What follows belongs to an exercise in optimizing a design on an open flow for small area, a short achievable clock period and few clock cycles per item; a production flow would make more cautious choices. In this exercise RTL edits were held to simulation tests only and were not proved equivalent to the original. Power figures rest on the tool's default switching activity, not on a simulated workload.

## run.sh

```bash
#!/bin/bash
# synth_recipe.tcl (not shown) runs the flow's synth.tcl, then flattens the netlist and writes it again
# the make line also repeats each setting of config.mk as NAME=value (left out here)
make -C /OpenROAD-flow-scripts/flow DESIGN_CONFIG=/design/flow/config.mk WORK_HOME=/design/flow/orfs CLKGATE_MAP_FILE= SYNTH_SCRIPT=/design/flow/synth_recipe.tcl finish
```

## config.mk

```make
export PLATFORM = sky130hd
export DESIGN_NAME = four_char_word_machine_core_unit
export DESIGN_NICKNAME = four_char_word_machine_core_unit
export VERILOG_FILES = /design/flow/design.v
export SDC_FILE = /design/flow/constraint.sdc
export NUM_CORES = 4
export LEC_CHECK = 0
export CAP_MARGIN = 20
export CORE_MARGIN = 2
export CORE_UTILIZATION = 40
export SLEW_MARGIN = 20
```

## constraint.sdc

```tcl
create_clock -name core_clock -period 8.0 [get_ports {clk_i}]
set_input_delay 1.6000 -clock core_clock [delete_from_list [all_inputs] [get_ports {clk_i}]]
set_output_delay 1.6000 -clock core_clock [all_outputs]
set_load 0.01 [all_outputs]
```

## design.v

```verilog
`default_nettype none
package fcwm_pkg;
  localparam int unsigned MEM_WORDS_DEF   = 100;
  localparam int unsigned PRINT_WORDS_DEF = 10;
  localparam int ADDR_W = 7;
  localparam int WORD_W = 32;
  localparam int CNT_W  = 3;
  localparam int KIND_W = 3;
  localparam int CMD_W  = 2;
  localparam logic [WORD_W-1:0] SPACES = 32'h2020_2020;
  localparam logic [7:0] CH_UNDER = 8'h5F;
  localparam logic [7:0] CH_SPACE = 8'h20;
  localparam logic [7:0] CH_ZERO  = 8'h30;
  localparam logic [7:0] CH_NINE  = 8'h39;
  localparam logic [7:0] CH_G     = 8'h47;
  localparam logic [7:0] CH_P     = 8'h50;
  localparam logic [7:0] CH_H     = 8'h48;
  localparam logic [7:0] CH_L     = 8'h4C;
  localparam logic [7:0] CH_S     = 8'h53;
  localparam logic [7:0] CH_C     = 8'h43;
  localparam logic [7:0] CH_B     = 8'h42;
  localparam logic [7:0] CH_T     = 8'h54;
  localparam logic [7:0] CH_R     = 8'h52;
  localparam logic [7:0] CH_D     = 8'h44;
  typedef enum logic [CMD_W-1:0] {
    CMD_WRITE = 2'd0,
    CMD_EXEC  = 2'd1,
    CMD_START = 2'd2,
    CMD_INIT  = 2'd3
  } cmd_e;
  typedef enum logic [KIND_W-1:0] {
    K_DONE  = 3'd0,
    K_REQ   = 3'd1,
    K_PRINT = 3'd2,
    K_HALT  = 3'd3,
    K_ERR   = 3'd4
  } kind_e;
  typedef enum logic [2:0] {
    S_IDLE,
    S_FETCH,
    S_DECODE,
    S_EXEC,
    S_OUT
  } state_e;
  typedef struct packed {
    logic              clr;
    logic              we;
    logic [ADDR_W-1:0] waddr;
    logic [WORD_W-1:0] wdata;
    logic [ADDR_W-1:0] raddr;
  } mem_req_t;
  function automatic logic [CNT_W-1:0] count_chars(input logic [WORD_W-1:0] w);
    logic [CNT_W-1:0] n;
    logic             hit;
    n   = '0;
    hit = 1'b0;
    for (int i = 0; i < 4; i++) begin
      if (!hit && (w[WORD_W-1-8*i -: 8] == CH_UNDER)) begin
        hit = 1'b1;
      end else if (!hit) begin
        n = n + 3'd1;
      end
    end
    count_chars = n;
  endfunction
endpackage
`default_nettype wire
`default_nettype none
module fcwm_mem #(
  parameter int unsigned MEM_WORDS = fcwm_pkg::MEM_WORDS_DEF
) (
  input  wire logic                        clk_i,
  input  wire logic                        rst_ni,
  input  wire fcwm_pkg::mem_req_t          req_i,
  output logic [fcwm_pkg::WORD_W-1:0]      rdata_o
);
  localparam int AW = $clog2(MEM_WORDS);
  logic [fcwm_pkg::WORD_W-1:0] mem [MEM_WORDS];
  logic [MEM_WORDS-1:0]        vld_q;
  logic [fcwm_pkg::WORD_W-1:0] rdata_q;
  logic                        rvld_q;
  always_ff @(posedge clk_i) begin
    if (req_i.we) begin
      mem[req_i.waddr[AW-1:0]] <= req_i.wdata;
    end
    rdata_q <= mem[req_i.raddr[AW-1:0]];
  end
  always_ff @(posedge clk_i or negedge rst_ni) begin
    if (!rst_ni) begin
      vld_q  <= '0;
      rvld_q <= 1'b0;
    end else begin
      rvld_q <= vld_q[req_i.raddr[AW-1:0]];
      if (req_i.clr) begin
        vld_q <= '0;
      end else if (req_i.we) begin
        vld_q[req_i.waddr[AW-1:0]] <= 1'b1;
      end
    end
  end
  assign rdata_o = rvld_q ? rdata_q : fcwm_pkg::SPACES;
endmodule
`default_nettype wire
`default_nettype none
module four_char_word_machine_core_unit #(
  parameter int unsigned MEM_WORDS   = fcwm_pkg::MEM_WORDS_DEF,
  parameter int unsigned PRINT_WORDS = fcwm_pkg::PRINT_WORDS_DEF
) (
  input  wire logic                        clk_i,
  input  wire logic                        rst_ni,
  input  wire logic                        in_valid_i,
  output logic                             in_ready_o,
  input  wire logic [fcwm_pkg::CMD_W-1:0]  in_cmd_i,
  input  wire logic [fcwm_pkg::ADDR_W-1:0] in_address_i,
  input  wire logic [fcwm_pkg::WORD_W-1:0] in_word_i,
  output logic                             out_valid_o,
  input  wire logic                        out_ready_i,
  output logic [fcwm_pkg::KIND_W-1:0]      out_kind_o,
  output logic [fcwm_pkg::ADDR_W-1:0]      out_target_o,
  output logic [fcwm_pkg::WORD_W-1:0]      out_word_o,
  output logic [fcwm_pkg::CNT_W-1:0]       out_char_count_o,
  output logic                             out_toggle_o,
  output logic                             out_last_o
);
  localparam logic [fcwm_pkg::ADDR_W-1:0] MEM_LIM = fcwm_pkg::ADDR_W'(MEM_WORDS);
  localparam logic [fcwm_pkg::ADDR_W-1:0] PRT_N   = fcwm_pkg::ADDR_W'(PRINT_WORDS);
  fcwm_pkg::state_e            state_q;
  fcwm_pkg::state_e            state_d;
  logic [fcwm_pkg::ADDR_W-1:0] pc_q, pc_d;
  logic              tog_q, tog_d;
  logic              halt_q, halt_d;
  logic [fcwm_pkg::WORD_W-1:0] gen_q, gen_d;
  logic [fcwm_pkg::WORD_W-1:0] ir_q, ir_d;
  logic [fcwm_pkg::ADDR_W-1:0] pa_q, pa_d;
  logic [fcwm_pkg::ADDR_W-1:0] pend_q, pend_d;
  fcwm_pkg::kind_e             kind_q;
  fcwm_pkg::kind_e             kind_d;
  logic [fcwm_pkg::ADDR_W-1:0] tgt_q, tgt_d;
  logic [fcwm_pkg::WORD_W-1:0] wout_q, wout_d;
  logic [fcwm_pkg::CNT_W-1:0]  cnt_q, cnt_d;
  logic              last_q, last_d;
  fcwm_pkg::mem_req_t          mreq;
  logic [fcwm_pkg::WORD_W-1:0] rdata;
  logic [7:0]        c0, c1, d2, d3;
  logic [3:0]        d2n, d3n;
  logic [fcwm_pkg::ADDR_W-1:0] addr;
  logic              uses_addr, digits_ok;
  fcwm_mem #(.MEM_WORDS(MEM_WORDS)) u_mem (
    .clk_i   (clk_i),
    .rst_ni  (rst_ni),
    .req_i   (mreq),
    .rdata_o (rdata)
  );
  assign c0  = ir_q[31:24];
  assign c1  = ir_q[23:16];
  assign d2  = ir_q[15:8];
  assign d3  = ir_q[7:0];
  assign d2n = d2[3:0] - fcwm_pkg::CH_ZERO[3:0];
  assign d3n = d3[3:0] - fcwm_pkg::CH_ZERO[3:0];
  assign addr = ({3'b000, d2n} << 3) + ({3'b000, d2n} << 1) + {3'b000, d3n};
  assign digits_ok = (d2 >= fcwm_pkg::CH_ZERO) && (d2 <= fcwm_pkg::CH_NINE) && (d3 >= fcwm_pkg::CH_ZERO) && (d3 <= fcwm_pkg::CH_NINE);
  assign uses_addr = ((c1 == fcwm_pkg::CH_D) && ((c0 == fcwm_pkg::CH_G) || (c0 == fcwm_pkg::CH_P))) ||
                     ((c1 == fcwm_pkg::CH_R) && ((c0 == fcwm_pkg::CH_L) || (c0 == fcwm_pkg::CH_S) || (c0 == fcwm_pkg::CH_C))) ||
                     ((c0 == fcwm_pkg::CH_B) && (c1 == fcwm_pkg::CH_T));
  always_ff @(posedge clk_i or negedge rst_ni) begin
    if (!rst_ni) begin
      state_q <= fcwm_pkg::S_IDLE;
      pc_q    <= '0;
      tog_q   <= 1'b0;
      halt_q  <= 1'b0;
      gen_q   <= fcwm_pkg::SPACES;
      ir_q    <= fcwm_pkg::SPACES;
    end else begin
      state_q <= state_d;
      pc_q    <= pc_d;
      tog_q   <= tog_d;
      halt_q  <= halt_d;
      gen_q   <= gen_d;
      ir_q    <= ir_d;
    end
  end
  always_ff @(posedge clk_i) begin
    pa_q   <= pa_d;
    pend_q <= pend_d;
    kind_q <= kind_d;
    tgt_q  <= tgt_d;
    wout_q <= wout_d;
    cnt_q  <= cnt_d;
    last_q <= last_d;
  end
  always_comb begin
    state_d = state_q;
    pc_d    = pc_q;
    tog_d   = tog_q;
    halt_d  = halt_q;
    gen_d   = gen_q;
    ir_d    = ir_q;
    pa_d    = pa_q;
    pend_d  = pend_q;
    kind_d  = kind_q;
    tgt_d   = tgt_q;
    wout_d  = wout_q;
    cnt_d   = cnt_q;
    last_d  = last_q;
    mreq    = '0;
    case (state_q)
      fcwm_pkg::S_IDLE: begin
        if (in_valid_i) begin
          kind_d  = fcwm_pkg::K_DONE;
          tgt_d   = '0;
          wout_d  = '0;
          cnt_d   = '0;
          last_d  = 1'b1;
          state_d = fcwm_pkg::S_OUT;
          case (in_cmd_i)
            fcwm_pkg::CMD_WRITE: begin
              if (in_address_i >= MEM_LIM) begin
                kind_d = fcwm_pkg::K_ERR;
              end else begin
                mreq.we    = 1'b1;
                mreq.waddr = in_address_i;
                mreq.wdata = in_word_i;
              end
            end
            fcwm_pkg::CMD_EXEC: begin
              if (halt_q) begin
                kind_d = fcwm_pkg::K_HALT;
              end else if (pc_q >= MEM_LIM) begin
                kind_d = fcwm_pkg::K_ERR;
              end else begin
                mreq.raddr = pc_q;
                state_d    = fcwm_pkg::S_FETCH;
              end
            end
            fcwm_pkg::CMD_START: begin
              pc_d   = '0;
              halt_d = 1'b0;
            end
            default: begin
              mreq.clr = 1'b1;
              gen_d    = fcwm_pkg::SPACES;
              ir_d     = fcwm_pkg::SPACES;
              pc_d     = '0;
              tog_d    = 1'b0;
              halt_d   = 1'b0;
            end
          endcase
        end
      end
      fcwm_pkg::S_FETCH: begin
        ir_d    = rdata;
        pc_d    = pc_q + 7'd1;
        state_d = fcwm_pkg::S_DECODE;
      end
      fcwm_pkg::S_DECODE: begin
        state_d = fcwm_pkg::S_OUT;
        if ((c0 == fcwm_pkg::CH_H) && (c1 == fcwm_pkg::CH_SPACE)) begin
          halt_d = 1'b1;
          kind_d = fcwm_pkg::K_HALT;
        end else if (!uses_addr) begin
          kind_d = fcwm_pkg::K_DONE;
        end else if (!digits_ok) begin
          kind_d = fcwm_pkg::K_ERR;
        end else if (c0 == fcwm_pkg::CH_P) begin
          if (({1'b0, addr} + {1'b0, PRT_N}) > {1'b0, MEM_LIM}) begin
            kind_d = fcwm_pkg::K_ERR;
          end else begin
            pa_d       = addr;
            pend_d     = addr + PRT_N - 7'd1;
            mreq.raddr = addr;
            state_d    = fcwm_pkg::S_EXEC;
          end
        end else if (addr >= MEM_LIM) begin
          kind_d = fcwm_pkg::K_ERR;
        end else if (c0 == fcwm_pkg::CH_G) begin
          kind_d = fcwm_pkg::K_REQ;
          tgt_d  = addr;
        end else if ((c0 == fcwm_pkg::CH_L) || (c0 == fcwm_pkg::CH_C)) begin
          mreq.raddr = addr;
          state_d    = fcwm_pkg::S_EXEC;
        end else if (c0 == fcwm_pkg::CH_S) begin
          mreq.we    = 1'b1;
          mreq.waddr = addr;
          mreq.wdata = gen_q;
        end else if (tog_q) begin
          pc_d  = addr;
          tog_d = 1'b0;
        end
      end
      fcwm_pkg::S_EXEC: begin
        state_d = fcwm_pkg::S_OUT;
        if (c0 == fcwm_pkg::CH_L) begin
          gen_d = rdata;
        end else if (c0 == fcwm_pkg::CH_C) begin
          tog_d = (gen_q == rdata);
        end else begin
          kind_d = fcwm_pkg::K_PRINT;
          tgt_d  = pa_q;
          wout_d = rdata;
          cnt_d  = fcwm_pkg::count_chars(rdata);
          last_d = (pa_q == pend_q);
        end
      end
      fcwm_pkg::S_OUT: begin
        if (out_ready_i) begin
          if (!last_q) begin
            pa_d       = pa_q + 7'd1;
            mreq.raddr = pa_q + 7'd1;
            state_d    = fcwm_pkg::S_EXEC;
          end else begin
            state_d = fcwm_pkg::S_IDLE;
          end
        end
      end
      default: state_d = fcwm_pkg::S_IDLE;
    endcase
  end
  assign in_ready_o       = (state_q == fcwm_pkg::S_IDLE);
  assign out_valid_o      = (state_q == fcwm_pkg::S_OUT);
  assign out_kind_o       = kind_q;
  assign out_target_o     = tgt_q;
  assign out_word_o       = wout_q;
  assign out_char_count_o = cnt_q;
  assign out_toggle_o     = tog_q;
  assign out_last_o       = last_q;
endmodule
`default_nettype wire
```

==> summary.txt <==
metrics by stage:
step	instances	cell area, µm²	hold slack, ns	total power, mW
4_1_cts	15607	161500	0.4842	40.74
3_5_place_dp	14937	149200	0.4715	23.64
5_1_grt	15611	161600	0.5087	41.69
3_3_place_gp	14932	149100	0.4631	23.61
6_report	15623	161600	0.4832	40.72
2_1_floorplan	10477	139600	0.4418	22.12
power breakdown:
part	internal, mW	switching, mW	total, mW
combinational	0.869	2.27	3.14
clock	10.1	7.28	17.3
sequential	20.0	0.215	20.2
total	31.0	9.77	40.7
layout by cell type, fill, tap and decap left out, types with 36 or more instances in the layout:
master                            Yosys  final
sky130_fd_sc_hd__edfxtp_1          3260   3260
sky130_fd_sc_hd__nand2_1           2607   2599
sky130_fd_sc_hd__nand3_1           1017   1016
sky130_fd_sc_hd__buf_4               10    400
sky130_fd_sc_hd__clkbuf_16            0    368
sky130_fd_sc_hd__mux2i_1            315    315
sky130_fd_sc_hd__a21oi_1            242    236
sky130_fd_sc_hd__nor2_1             329    217
sky130_fd_sc_hd__a31oi_1            214    213
sky130_fd_sc_hd__dfrtp_1            169    169
sky130_fd_sc_hd__o21ai_0            178    168
sky130_fd_sc_hd__a32oi_1            167    167
sky130_fd_sc_hd__a211oi_1           138    138
sky130_fd_sc_hd__nand4_1            132    132
sky130_fd_sc_hd__and3_1             117    116
sky130_fd_sc_hd__nor2_4               1    110
sky130_fd_sc_hd__clkdlybuf4s50_1      0     92
sky130_fd_sc_hd__a311oi_1            86     84
sky130_fd_sc_hd__nor3_1              82     77
sky130_fd_sc_hd__buf_12               0     77
sky130_fd_sc_hd__clkinv_2             0     72
sky130_fd_sc_hd__clkinv_1             0     71
sky130_fd_sc_hd__clkbuf_1           328     63
sky130_fd_sc_hd__o22ai_1             47     47
sky130_fd_sc_hd__inv_1               45     45
sky130_fd_sc_hd__bufinv_16            0     45
sky130_fd_sc_hd__mux2_2              43     43
sky130_fd_sc_hd__and4_1              40     40
sky130_fd_sc_hd__o211ai_1            36     36
path summary, 6_finish.rpt:
| check | end |
|---|---|
| setup / recovery | u_mem.rdata_q[8]$_DFF_P_ |
| max in group asynchronous | gen_q[5]$_DFFE_PN1P_ |
| setup reg to reg | u_mem.rdata_q[8]$_DFF_P_ |
| min in group asynchronous | pc_q[1]$_DFFE_PN0P_ |
| hold reg to reg | u_mem.vld_q[22]$_DFFE_PN0P_ |
| hold / removal | u_mem.vld_q[22]$_DFFE_PN0P_ |
sequential cells by signal (all words and copies together) (netlist names), 3 cells and up:
name,flops
ir_q,32
pend_q,7
u_mem.rdata_q,32
pc_q,7
state_q,3
cnt_q,3
kind_q,3
wout_q,32
pa_q,7
u_mem.mem,3200
u_mem.vld_q,100
gen_q,32
tgt_q,7
worst max-delay path: stages (launching register included):
cell and delay, ns:
sky130_fd_sc_hd__dfrtp_1 0.42, sky130_fd_sc_hd__ha_1 0.30, sky130_fd_sc_hd__ha_1 0.17, sky130_fd_sc_hd__inv_1 0.07, sky130_fd_sc_hd__fa_1 0.48, sky130_fd_sc_hd__xor2_1 0.60, sky130_fd_sc_hd__nand2_1 0.34, sky130_fd_sc_hd__o22ai_1 0.78
sky130_fd_sc_hd__o2111ai_1 0.46, sky130_fd_sc_hd__nand2_4 0.41, sky130_fd_sc_hd__buf_12 0.33, sky130_fd_sc_hd__buf_4 0.41, sky130_fd_sc_hd__buf_4 0.28, sky130_fd_sc_hd__a211oi_1 0.07, sky130_fd_sc_hd__a311oi_1 0.27, sky130_fd_sc_hd__a31oi_1 0.09
sky130_fd_sc_hd__o211ai_1 0.54, sky130_fd_sc_hd__nand3_1 0.72, sky130_fd_sc_hd__a32oi_1 0.45
layer usage:
metal  GRT usage (%)  vias to the layer above
met4           13.32                       12
met1           36.62                    48787
met5               0                        -
met2           40.51                     6573
met3           6.836                     1111
li1                -                    39888
cells by family after synthesis:
logic type / count (synthesis)
buffers and inverters: 735
XOR/XNOR: 39
adder cells (fa/ha/maj): 19
AND/OR/NAND/NOR: 4423
AO/OA/AOI/OAI: 1434
multiplexers: 358
flip-flops: 3469
final cells by class:
type | count | share of cell area, %
Clock buffer | 444 | 5.956
Sequential cell | 3469 | 63.72
Multi-Input combinational cell | 6273 | 21.58
Clock inverter | 226 | 1.617
Timing Repair Buffer | 574 | 3.457
Antenna cell | 14 | 0.02168
Tap cell | 4578 | 3.545
Inverter | 45 | 0.1045
==> run_summary.xml <==
<?xml version="1.0" encoding="UTF-8"?>
<metrics>
  <group name="outcome">
    <metric name="result_of_the_run" unit="">complete, no violations</metric>
  </group>
  <group name="cells_and_area">
    <metric name="multiInputGateArea" unit="µm²">34860</metric>
    <metric name="nNetsFinal" unit="">10788</metric>
    <metric name="seqCellArea" unit="µm²">103000</metric>
    <metric name="layout.core_utilization" unit="%">46.60</metric>
    <metric name="post_route_cells_drive_above_1_share" unit="%">11.56</metric>
    <metric name="nFillCells" unit="">29931</metric>
    <metric name="synthToLayoutAreaGrowth" unit="%">15.78</metric>
  </group>
  <group name="grt">
    <metric name="grt_max_degree" unit="">123</metric>
    <metric name="track_usage" unit="%">27.03</metric>
    <metric name="via_count_of_the_first_global_routing_pass" unit="">89578</metric>
    <metric name="first_pass_grt_wire_length" unit="mm">684.7</metric>
    <metric name="antenna_found_initial" unit="">30</metric>
    <metric name="grt.overflow.total" unit="">0</metric>
  </group>
  <group name="clocking">
    <metric name="cts_num_sinks" unit="">3469</metric>
    <metric name="cts_made_buffers" unit="">361</metric>
    <metric name="cts_setup_buffers" unit="">0</metric>
    <metric name="cts_tree" unit="">done</metric>
    <metric name="root_buffer" unit="">sky130_fd_sc_hd__clkbuf_16</metric>
    <metric name="path_clk_slew" unit="ns">0.06</metric>
    <metric name="hold_buffer_count_at_cts" unit="">0</metric>
    <metric name="cts-htree-levels" unit="">5</metric>
    <metric name="max-clock-path-buffers" unit="">4</metric>
    <metric name="clk_latency" unit="ns">0.97</metric>
    <metric name="ctsResizeCount" unit="">0</metric>
  </group>
  <group name="floorplan">
    <metric name="design.portCount" unit="">94</metric>
    <metric name="start_util" unit="%">40.25</metric>
    <metric name="placement_rows" unit="">216</metric>
    <metric name="die_w" unit="µm">594.7</metric>
    <metric name="fp.dieArea" unit="µm²">353700</metric>
    <metric name="die_h" unit="µm">594.7</metric>
    <metric name="design.core.area" unit="µm²">346700</metric>
  </group>
  <group name="sta">
    <metric name="worst_slew_pin_slew" unit="ns">1.171</metric>
    <metric name="final_critical_path_setup_slack" unit="ns">0.5378</metric>
    <metric name="fin_crit" unit="ns">7.462</metric>
    <metric name="maxClockFrequency" unit="MHz">134.0</metric>
    <metric name="total_count_of_hold_check_failures_in_the_final_report" unit="">0</metric>
    <metric name="totalNegativeSetupSlack" unit="ns">0</metric>
    <metric name="unrepaired_setup_endpoints_after_global_routing" unit="">false</metric>
    <metric name="timing.slew.headroom" unit="%">21.90</metric>
    <metric name="layout_worst_path_cycle_share" unit="%">93.28</metric>
    <metric name="setup_viol" unit="">0</metric>
    <metric name="final_max_slew_violation_count" unit="">0</metric>
    <metric name="final_clock_skew" unit="ns">0.09043</metric>
  </group>
  <group name="routing">
    <metric name="post_drt_via_cell_ratio" unit="">6.169</metric>
    <metric name="drt_iter0_drc" unit="">15013</metric>
    <metric name="route.detailed.wl_per_inst" unit="µm">31.63</metric>
    <metric name="ant_nets" unit="">0</metric>
    <metric name="maxUsedRoutingLayer" unit="">met5</metric>
    <metric name="met3_layer_wire_length_in_the_routed_design" unit="mm">62.86</metric>
    <metric name="route.vias.total" unit="">96371</metric>
    <metric name="remaining_drc_errors" unit="">0</metric>
    <metric name="drt-total-wl" unit="mm">494.2</metric>
    <metric name="wirelength_met1" unit="mm">186.8</metric>
    <metric name="wl_met2" unit="mm">216.7</metric>
    <metric name="detailedRoute.firstPassIterationCount" unit="">7</metric>
  </group>
  <group name="logic_synthesis">
    <metric name="synth_top_flop_cell" unit="">sky130_fd_sc_hd__edfxtp_1</metric>
    <metric name="synth.cell_area" unit="µm²">139600</metric>
    <metric name="synth.yosys.warnings" unit="">2</metric>
    <metric name="synthSimpleGateAreaFrac" unit="%">13.70</metric>
    <metric name="fraction_of_the_mapped_netlist_area_in_compound_gates" unit="%">7.217</metric>
    <metric name="ys_async_sr_fraction" unit="%">5.102</metric>
    <metric name="synth_xor_xnor_area_share" unit="%">0.2501</metric>
    <metric name="synthDistinctLibCells" unit="">86</metric>
    <metric name="yosysMostFrequentCell" unit="">sky130_fd_sc_hd__edfxtp_1</metric>
    <metric name="synthCells" unit="">10477</metric>
    <metric name="syn-mean-instance-area" unit="µm²">13.32</metric>
    <metric name="count_of_flip_flops_with_a_built_in_enable_after_synthesis" unit="">3260</metric>
    <metric name="synth.top_cells.by_count" unit="">sky130_fd_sc_hd__edfxtp_1, sky130_fd_sc_hd__nand2_1, sky130_fd_sc_hd__nand3_1</metric>
    <metric name="muxShareOfSynthArea" unit="%">2.606</metric>
    <metric name="syn-num-nets" unit="">10541</metric>
    <metric name="synthTopCellsByArea" unit="">sky130_fd_sc_hd__edfxtp_1, sky130_fd_sc_hd__nand2_1, sky130_fd_sc_hd__nand3_1, sky130_fd_sc_hd__dfrtp_1, sky130_fd_sc_hd__mux2i_1</metric>
    <metric name="synth_area_leader_cell" unit="">sky130_fd_sc_hd__edfxtp_1</metric>
    <metric name="synth_top_cell_area_share" unit="%">70.14</metric>
    <metric name="synth_top_family_by_area" unit="">simple AND/OR/NAND/NOR gates</metric>
    <metric name="synth_seq_area_share" unit="%">73.78</metric>
    <metric name="synth.ff_latch_count" unit="">3469</metric>
    <metric name="synth_adder_area_share" unit="%">0.1811</metric>
  </group>
  <group name="worst_setup_path">
    <metric name="crit_path_start" unit="">ir_q[9]$_DFFE_PN0P_</metric>
    <metric name="critPathRequiredTime" unit="ns">8.84</metric>
    <metric name="cp-end-kind" unit="">flop</metric>
    <metric name="crit-reg2reg-launch" unit="">ir_q[9]$_DFFE_PN0P_</metric>
    <metric name="setup.reg_to_reg.worst_slack" unit="ns">0.54</metric>
    <metric name="critical_path_class" unit="">reg -&gt; reg</metric>
    <metric name="critical_path_fanouts_max" unit="">55</metric>
    <metric name="arrival" unit="ns">8.31</metric>
    <metric name="r2r.worst_path.cells" unit="">18</metric>
    <metric name="crit_path_start_kind" unit="">flop</metric>
  </group>
  <group name="run">
    <metric name="drv_cap" unit="">0</metric>
  </group>
  <group name="power">
    <metric name="power.ir.vdd_worst" unit="mV">0.1799</metric>
    <metric name="leakage" unit="nW">56.89</metric>
    <metric name="power_density_normalized_to_cell_area" unit="nW/µm²">252.0</metric>
  </group>
  <group name="hold_path">
    <metric name="worst_min_path_start" unit="">u_mem.vld_q[22]$_DFFE_PN0P_</metric>
    <metric name="min_delay_path_depth" unit="">2</metric>
    <metric name="hold_crit_path_type" unit="">reg -&gt; reg</metric>
  </group>
  <group name="place">
    <metric name="place.port_buffers" unit="">93</metric>
    <metric name="detailedPlace.worstSlack" unit="ns">0.5014</metric>
    <metric name="gpl.final_weighted_congestion" unit="">0.9336</metric>
    <metric name="place_hpwl" unit="mm">293.0</metric>
  </group>
</metrics>
Testbench counts, summed over its fixed seeds: cycles 94,829, items 29,965.

[afterwards: timing with drivers on the ports]
The flow's constraints put no driver on any port. The routed layout listed below was extracted and timed again, unchanged, in two steps. Step 1 sets driving cells, clkbuf_16 on the clock port and buf_2 on the other inputs (assumed; they add their load-dependent delay and slew). Step 2, shift: input delay + t, output delay - t, t = (earliest + latest rising clock arrival at the registers) / 2. This alone moves slack from input paths to output paths. Three values: ideal ports, drivers, drivers and shift; two values: the first two.
t (ns): 1.040
slack for setup (ns): 0.538 / 0.538 / 0.225
worst hold slack (ns): 0.483 / 0.483 / 0.483
worst setup path at the end: input to register
After both steps this run still meets setup and hold. The setup slack of this run moves by 0.000 ns with the drivers and by -0.313 ns with both steps.
